What follows belongs to an exercise in optimizing a design on an open flow for small area; a production flow would make more cautious choices.
Where RTL was checked, it was by simulation tests only, not by an equivalence proof against the original.

==> flow/design.v <==
`timescale 1ns/10ps
module uart_byte_rx (
    input  logic       clk,
    input  logic       reset,
    input  logic       rxd,
    output logic       rx_valid,   
    output logic [7:0] rx_data
);
    logic       rxd_meta;
    logic       rxd_s;
    logic [7:0] cnt;
    logic [7:0] shift_q;
    logic       samp;
    logic       stop;
    logic       back;
    always_ff @(posedge clk) begin
        rxd_meta <= rxd;
        rxd_s    <= rxd_meta;
    end
    assign samp = (cnt[3:0] == 4'h8);
    assign stop = cnt[7] && cnt[4];           
    assign back = (cnt == 8'h00) ? rxd_s
                                 : (samp && (stop || (cnt[7:4] == 4'h0 && rxd_s)));
    always_ff @(posedge clk) begin
        cnt <= (back || reset) ? 8'h00 : cnt + 1'b1;
    end
    always_ff @(posedge clk) begin
        if (samp && cnt[7:4] != 4'h0 && !stop) shift_q <= {rxd_s, shift_q[7:1]};
    end
    assign rx_valid = samp && stop && rxd_s;
    assign rx_data  = shift_q;
endmodule
`timescale 1ns/10ps
module cfg_cmd_parser (
    input  logic       clk,
    input  logic       reset,
    input  logic       rx_valid,
    input  logic [7:0] rx_data,
    input  logic [4:0] phase,      
    output logic       wr_en,
    output logic       reload_req
);
    localparam logic [7:0] CMD_CANCEL     = 8'h18;
    localparam logic [7:0] CMD_PROGRAM    = 8'h24;
    localparam logic [7:0] CMD_SOFT_RESET = 8'h11;
    localparam logic [1:0] P_IDLE  = 2'd0;
    localparam logic [1:0] P_ADDR  = 2'd1;
    localparam logic [1:0] P_DATA  = 2'd2;
    localparam logic [1:0] P_WRITE = 2'd3;   
    logic [1:0] state;
    logic [4:0] addr_q;    
    logic       is_cancel;
    logic       hit;
    assign is_cancel = (rx_data == CMD_CANCEL);
    assign hit       = (phase == addr_q);
    always_ff @(posedge clk) begin
        if (reset) begin
            state <= P_IDLE;
        end else begin
            case (state)
                P_IDLE:  if (rx_valid && rx_data == CMD_PROGRAM) state <= P_ADDR;
                P_ADDR:  if (rx_valid) state <= is_cancel ? P_IDLE : P_DATA;
                P_DATA:  if (rx_valid) state <= is_cancel ? P_IDLE : P_WRITE;
                default: if (hit || addr_q == 5'd31) state <= P_IDLE;
            endcase
        end
    end
    always_ff @(posedge clk) begin
        if (state == P_ADDR && rx_valid) addr_q <= (rx_data < 8'd22) ? rx_data[4:0] : 5'd31;
    end
    assign wr_en      = (state == P_WRITE) && hit;
    assign reload_req = rx_valid && (state == P_IDLE) && (rx_data == CMD_SOFT_RESET);
endmodule
`timescale 1ns/10ps
module cfg_byte_ram #(
    parameter int DEPTH = 22
) (
    input  logic               clk,
    input  logic               reset,
    input  logic               wr_en,     
    input  logic [7:0]         wr_data,
    output logic [4:0]         phase,     
    output logic [DEPTH*8-1:0] bytes      
);
    logic [7:0] ring [DEPTH];
    logic       clr;
    logic       wrap;
    assign wrap = (phase == 5'(DEPTH - 1));
    always_ff @(posedge clk) begin
        if (reset) begin
            phase <= '0;
            clr   <= 1'b1;
        end else begin
            phase <= wrap ? '0 : phase + 1'b1;
            if (wrap) clr <= 1'b0;
        end
    end
    always_ff @(posedge clk) begin
        for (int k = 0; k < DEPTH - 1; k++) ring[k] <= ring[k+1];
        ring[DEPTH-1] <= wr_en ? wr_data : (clr ? 8'h00 : ring[0]);
    end
    always_comb begin
        for (int k = 0; k < DEPTH; k++) bytes[8*k +: 8] = ring[k];
    end
endmodule
`timescale 1ns/10ps
module cfg_loader (
    input  logic         clk,
    input  logic         reset,
    input  logic         load_start,
    input  logic         reload_req,
    input  logic [4:0]   phase,
    input  logic [175:0] bytes,
    output logic [175:0] cfg,
    output logic         load_done
);
    logic         pend;
    logic         go;       
    logic         hold;     
    logic         want;
    logic [175:0] rec;
    assign want = load_start || reload_req || pend;
    always_ff @(posedge clk) begin
        if (reset) begin
            pend <= 1'b0;
            go   <= 1'b0;
            hold <= 1'b0;
        end else begin
            pend <= want && !go;
            go   <= want && (phase == 5'd21);
            hold <= !(want && (phase == 5'd21));
        end
        load_done <= go;
    end
    assign rec = {bytes[  0 +: 32],    
                  bytes[ 32 +: 32],    
                  bytes[ 64 +: 32],    
                  bytes[ 96 +: 32],    
                  bytes[128 +: 16],    
                  bytes[144 +: 16],    
                  bytes[160 +:  8],    
                  bytes[168 +:  8]};   
    always_ff @(posedge clk) begin
        cfg <= ({176{go}} & rec) | ({176{hold}} & cfg);
    end
endmodule
`timescale 1ns/10ps
module robot_cfg_top (
    input  logic         clk,
    input  logic         reset,
    input  logic         uart_rxd,
    input  logic         load_start,
    output logic [175:0] cfg,
    output logic         load_done
);
    logic         rx_valid;
    logic [7:0]   rx_data;
    logic         wr_en;
    logic         reload_req;
    logic [4:0]   phase;
    logic [175:0] bytes;
    uart_byte_rx u_rx (
        .clk      (clk),
        .reset    (reset),
        .rxd      (uart_rxd),
        .rx_valid (rx_valid),
        .rx_data  (rx_data)
    );
    cfg_cmd_parser u_parser (
        .clk        (clk),
        .reset      (reset),
        .rx_valid   (rx_valid),
        .rx_data    (rx_data),
        .phase      (phase),
        .wr_en      (wr_en),
        .reload_req (reload_req)
    );
    cfg_byte_ram u_ram (
        .clk     (clk),
        .reset   (reset),
        .wr_en   (wr_en),
        .wr_data (rx_data),
        .phase   (phase),
        .bytes   (bytes)
    );
    cfg_loader u_loader (
        .clk        (clk),
        .reset      (reset),
        .load_start (load_start),
        .reload_req (reload_req),
        .phase      (phase),
        .bytes      (bytes),
        .cfg        (cfg),
        .load_done  (load_done)
    );
endmodule
clock: 10.0 ns
lec_check: 0
cap_margin: 20
core_margin: 2
core_utilization: 60
place_density: 0.85
slew_margin: 20
standard.sh (not shown) runs the stock make flow with config.mk's settings and CLKGATE_MAP_FILE= SYNTH_SCRIPT=/design/flow/synth_recipe.tcl, a recipe that flattens the netlist after the stock synthesis.
==> flow/flow/run.sh <==
#!/bin/bash
# Standard layout, with the port buffers made from the smallest buffer cell
# and a clock tree of small clock buffers, without dummy loads
set -euo pipefail
bash standard.sh "BUFFER_PORTS_ARGS=-buffer_cell sky130_fd_sc_hd__buf_1" \
  "CTS_ARGS=-sink_clustering_enable -repair_clock_nets -dont_use_dummy_load -buf_list sky130_fd_sc_hd__clkbuf_4 -sink_clustering_size 10 -sink_clustering_max_diameter 40" \
  finish > standard_flow.log 2>&1
Next try:
--- a/flow/design.v
+++ b/flow/design.v
@@ -44,10 +44,11 @@
     localparam logic [7:0] CMD_PROGRAM    = 8'h24;
     localparam logic [7:0] CMD_SOFT_RESET = 8'h11;
-    localparam logic [1:0] P_IDLE  = 2'd0;
-    localparam logic [1:0] P_ADDR  = 2'd1;
-    localparam logic [1:0] P_DATA  = 2'd2;
-    localparam logic [1:0] P_WRITE = 2'd3;   
-    logic [1:0] state;
-    logic [4:0] addr_q;    
+    localparam logic [2:0] P_IDLE  = 3'd0;
+    localparam logic [2:0] P_ADDR  = 3'd1;
+    localparam logic [2:0] P_DATA  = 3'd2;
+    localparam logic [2:0] P_WRITE = 3'd3;   
+    localparam logic [2:0] P_DROP  = 3'd4;   
+    logic [2:0] state;
+    logic [4:0] addr_q;
     logic       is_cancel;
     logic       hit;
@@ -60,12 +61,13 @@
             case (state)
                 P_IDLE:  if (rx_valid && rx_data == CMD_PROGRAM) state <= P_ADDR;
-                P_ADDR:  if (rx_valid) state <= is_cancel ? P_IDLE : P_DATA;
+                P_ADDR:  if (rx_valid) state <= is_cancel ? P_IDLE : (rx_data < 8'd22) ? P_DATA : P_DROP;
                 P_DATA:  if (rx_valid) state <= is_cancel ? P_IDLE : P_WRITE;
-                default: if (hit || addr_q == 5'd31) state <= P_IDLE;
+                P_WRITE: if (hit) state <= P_IDLE;
+                default: if (rx_valid) state <= P_IDLE;
             endcase
         end
     end
     always_ff @(posedge clk) begin
-        if (state == P_ADDR && rx_valid) addr_q <= (rx_data < 8'd22) ? rx_data[4:0] : 5'd31;
+        if (state == P_ADDR && rx_valid) addr_q <= rx_data[4:0];
     end
     assign wr_en      = (state == P_WRITE) && hit;
@@ -86,4 +88,5 @@
     logic       clr;
     logic       wrap;
+    logic       keep;     
     assign wrap = (phase == 5'(DEPTH - 1));
     always_ff @(posedge clk) begin
@@ -96,7 +99,8 @@
         end
     end
+    assign keep = !(wr_en || clr);
     always_ff @(posedge clk) begin
         for (int k = 0; k < DEPTH - 1; k++) ring[k] <= ring[k+1];
-        ring[DEPTH-1] <= wr_en ? wr_data : (clr ? 8'h00 : ring[0]);
+        ring[DEPTH-1] <= ({8{wr_en}} & wr_data) | ({8{keep}} & ring[0]);
     end
     always_comb begin
Sequential share of layout area went up by 0.28 points; setup slack loses 9.9 ps; first-iteration DRC count went up by 22%; synthesized area went down by 0.49%; critical path depth stays the same; clock-buffer cell count went down by 1; routed wire length went up by 1.3%; final area hardly moves; utilization went down by 0.11 points; cell count went down by 0.35%; non-clock buffer count went up by 1; die area went down by 0.48%.
Only the layout flow was run in the first run of this note; the RTL was not checked for function there.

== run a ==
// robot_cfg_top: RTL as listed in full above, without the edits since
==> flow/config.mk <==
export PLATFORM = sky130hd
export DESIGN_NAME = robot_cfg_top
export DESIGN_NICKNAME = robot_cfg_top
export VERILOG_FILES = /design/flow/design.v
export SDC_FILE = /design/flow/constraint.sdc
export NUM_CORES = 4
export LEC_CHECK = 0
export CAP_MARGIN = 20
export CORE_MARGIN = 2
export CORE_UTILIZATION = 40
export SLEW_MARGIN = 20
==> flow/constraint.sdc <==
create_clock -name core_clock -period 10.0 [get_ports {clk}]
set_input_delay 2.0000 -clock core_clock [delete_from_list [all_inputs] [get_ports {clk}]]
set_output_delay 2.0000 -clock core_clock [all_outputs]
set_load 0.01 [all_outputs]
Scripts as last shown in full above: flow/flow/run.sh
Run a: full flow OK, the timing, design-rule and antenna checks passed
### run a -> run b
--- a/flow/design.v
+++ b/flow/design.v
@@ -7,4 +7,5 @@
     output logic [7:0] rx_data
 );
+    localparam logic [7:0] IDLE = 8'h17;
     logic       rxd_meta;
     logic       rxd_s;
@@ -12,5 +13,5 @@
     logic [7:0] shift_q;
     logic       samp;
-    logic       stop;
+    logic       idle;
     logic       back;
     always_ff @(posedge clk) begin
@@ -18,15 +19,16 @@
         rxd_s    <= rxd_meta;
     end
-    assign samp = (cnt[3:0] == 4'h8);
-    assign stop = cnt[7] && cnt[4];           
-    assign back = (cnt == 8'h00) ? rxd_s
-                                 : (samp && (stop || (cnt[7:4] == 4'h0 && rxd_s)));
-    always_ff @(posedge clk) begin
-        cnt <= (back || reset) ? 8'h00 : cnt + 1'b1;
+    assign samp = (cnt[3:0] == 4'hF);
+    assign idle = (cnt == IDLE);
+    assign back = idle ? rxd_s
+                       : (samp && ((cnt[7:4] == 4'hA) || (cnt[7:4] == 4'h1 && rxd_s)));
+    always_ff @(posedge clk or posedge reset) begin
+        if (reset) cnt <= IDLE;
+        else       cnt <= back ? IDLE : cnt + 1'b1;
     end
     always_ff @(posedge clk) begin
-        if (samp && cnt[7:4] != 4'h0 && !stop) shift_q <= {rxd_s, shift_q[7:1]};
+        if (samp && cnt[7:4] >= 4'h2 && cnt[7:4] <= 4'h9) shift_q <= {rxd_s, shift_q[7:1]};
     end
-    assign rx_valid = samp && stop && rxd_s;
+    assign rx_valid = samp && (cnt[7:4] == 4'hA) && rxd_s;
     assign rx_data  = shift_q;
 endmodule
@@ -54,5 +56,5 @@
     assign is_cancel = (rx_data == CMD_CANCEL);
     assign hit       = (phase == addr_q);
-    always_ff @(posedge clk) begin
+    always_ff @(posedge clk or posedge reset) begin
         if (reset) begin
             state <= P_IDLE;
@@ -87,5 +89,5 @@
     logic       wrap;
     assign wrap = (phase == 5'(DEPTH - 1));
-    always_ff @(posedge clk) begin
+    always_ff @(posedge clk or posedge reset) begin
         if (reset) begin
             phase <= '0;
@@ -121,15 +123,16 @@
     logic [175:0] rec;
     assign want = load_start || reload_req || pend;
-    always_ff @(posedge clk) begin
+    always_ff @(posedge clk or posedge reset) begin
         if (reset) begin
-            pend <= 1'b0;
-            go   <= 1'b0;
-            hold <= 1'b0;
+            pend      <= 1'b0;
+            go        <= 1'b0;
+            hold      <= 1'b0;
+            load_done <= 1'b0;
         end else begin
-            pend <= want && !go;
-            go   <= want && (phase == 5'd21);
-            hold <= !(want && (phase == 5'd21));
+            pend      <= want && !go;
+            go        <= want && (phase == 5'd21);
+            hold      <= !(want && (phase == 5'd21));
+            load_done <= go;
         end
-        load_done <= go;
     end
     assign rec = {bytes[  0 +: 32],    
--- outcome ---
- Run b against run a: floorplan die height roughly the same; setup-violating endpoint count in the final report now sits at about the same level.
- Compared run a against run b; XOR/XNOR share of the synthesized area within noise.
- Against run a, total clock buffers created by CTS in run b fell by a few percent.
- On area of the mapped netlist, run a and run b are neck and neck.
- Design area of run a is on par with run b.
- Between run b and run a, the final worst slack figures differ only marginally.
- Delta (run b minus run a): total number of nets in the final design decreased by about 0.44% relative to the old numbers; post-route clock period utilization flat; final-layout worst hold slack decreased by 0.058 ns relative to the old numbers; synthesized-area fraction occupied by ao, oa, aoi and oai cells -0.49 points; full die area ~0 delta.
- Summary: wire length of the first global-routing pass, run b worse than run a
- Compared with run a, run b shows a higher sum of net half-perimeters after detailed placement.
Function not checked in run a: the RTL went through the layout flow alone.

-- re-timing with driven ports --
How much do the figures lean on ideal ports? The routed layouts below were timed once more, with nothing changed but the port constraints.
Step 1 (the two cells are an assumption about what drives the block):
set clk [get_ports {clk}]
set_driving_cell -lib_cell sky130_fd_sc_hd__clkbuf_16 $clk
set_driving_cell -lib_cell sky130_fd_sc_hd__buf_2 [delete_from_list [all_inputs] $clk]
Step 2 times the ports against the registers' clock, not the clock port: input delays grow and output delays shrink by t, the midpoint of the rising clock arrivals with the driver on.
Three values: no drivers, after step 1, after step 2; two values: the first two.
run	t (ns)	setup slack, ns	clock arrival spread, ns	worst register clock-pin slew, ns	worst slew at a driven data input, ns
the first run of note 1	0.661	6.774 / 6.737 / 6.917	0.081 / 0.081	0.11 / 0.11	0.04
the second run of note 1	0.664	6.765 / 6.726 / 7.192	0.081 / 0.081	0.11 / 0.11	0.03
run a	0.678	6.769 / 6.729 / 6.923	0.065 / 0.065	0.10 / 0.10	0.04
run b	0.658	6.768 / 6.725 / 7.361	0.115 / 0.115	0.11 / 0.11	0.03
After both steps every run listed still meets setup and hold. Setup slack includes reset recovery checks.
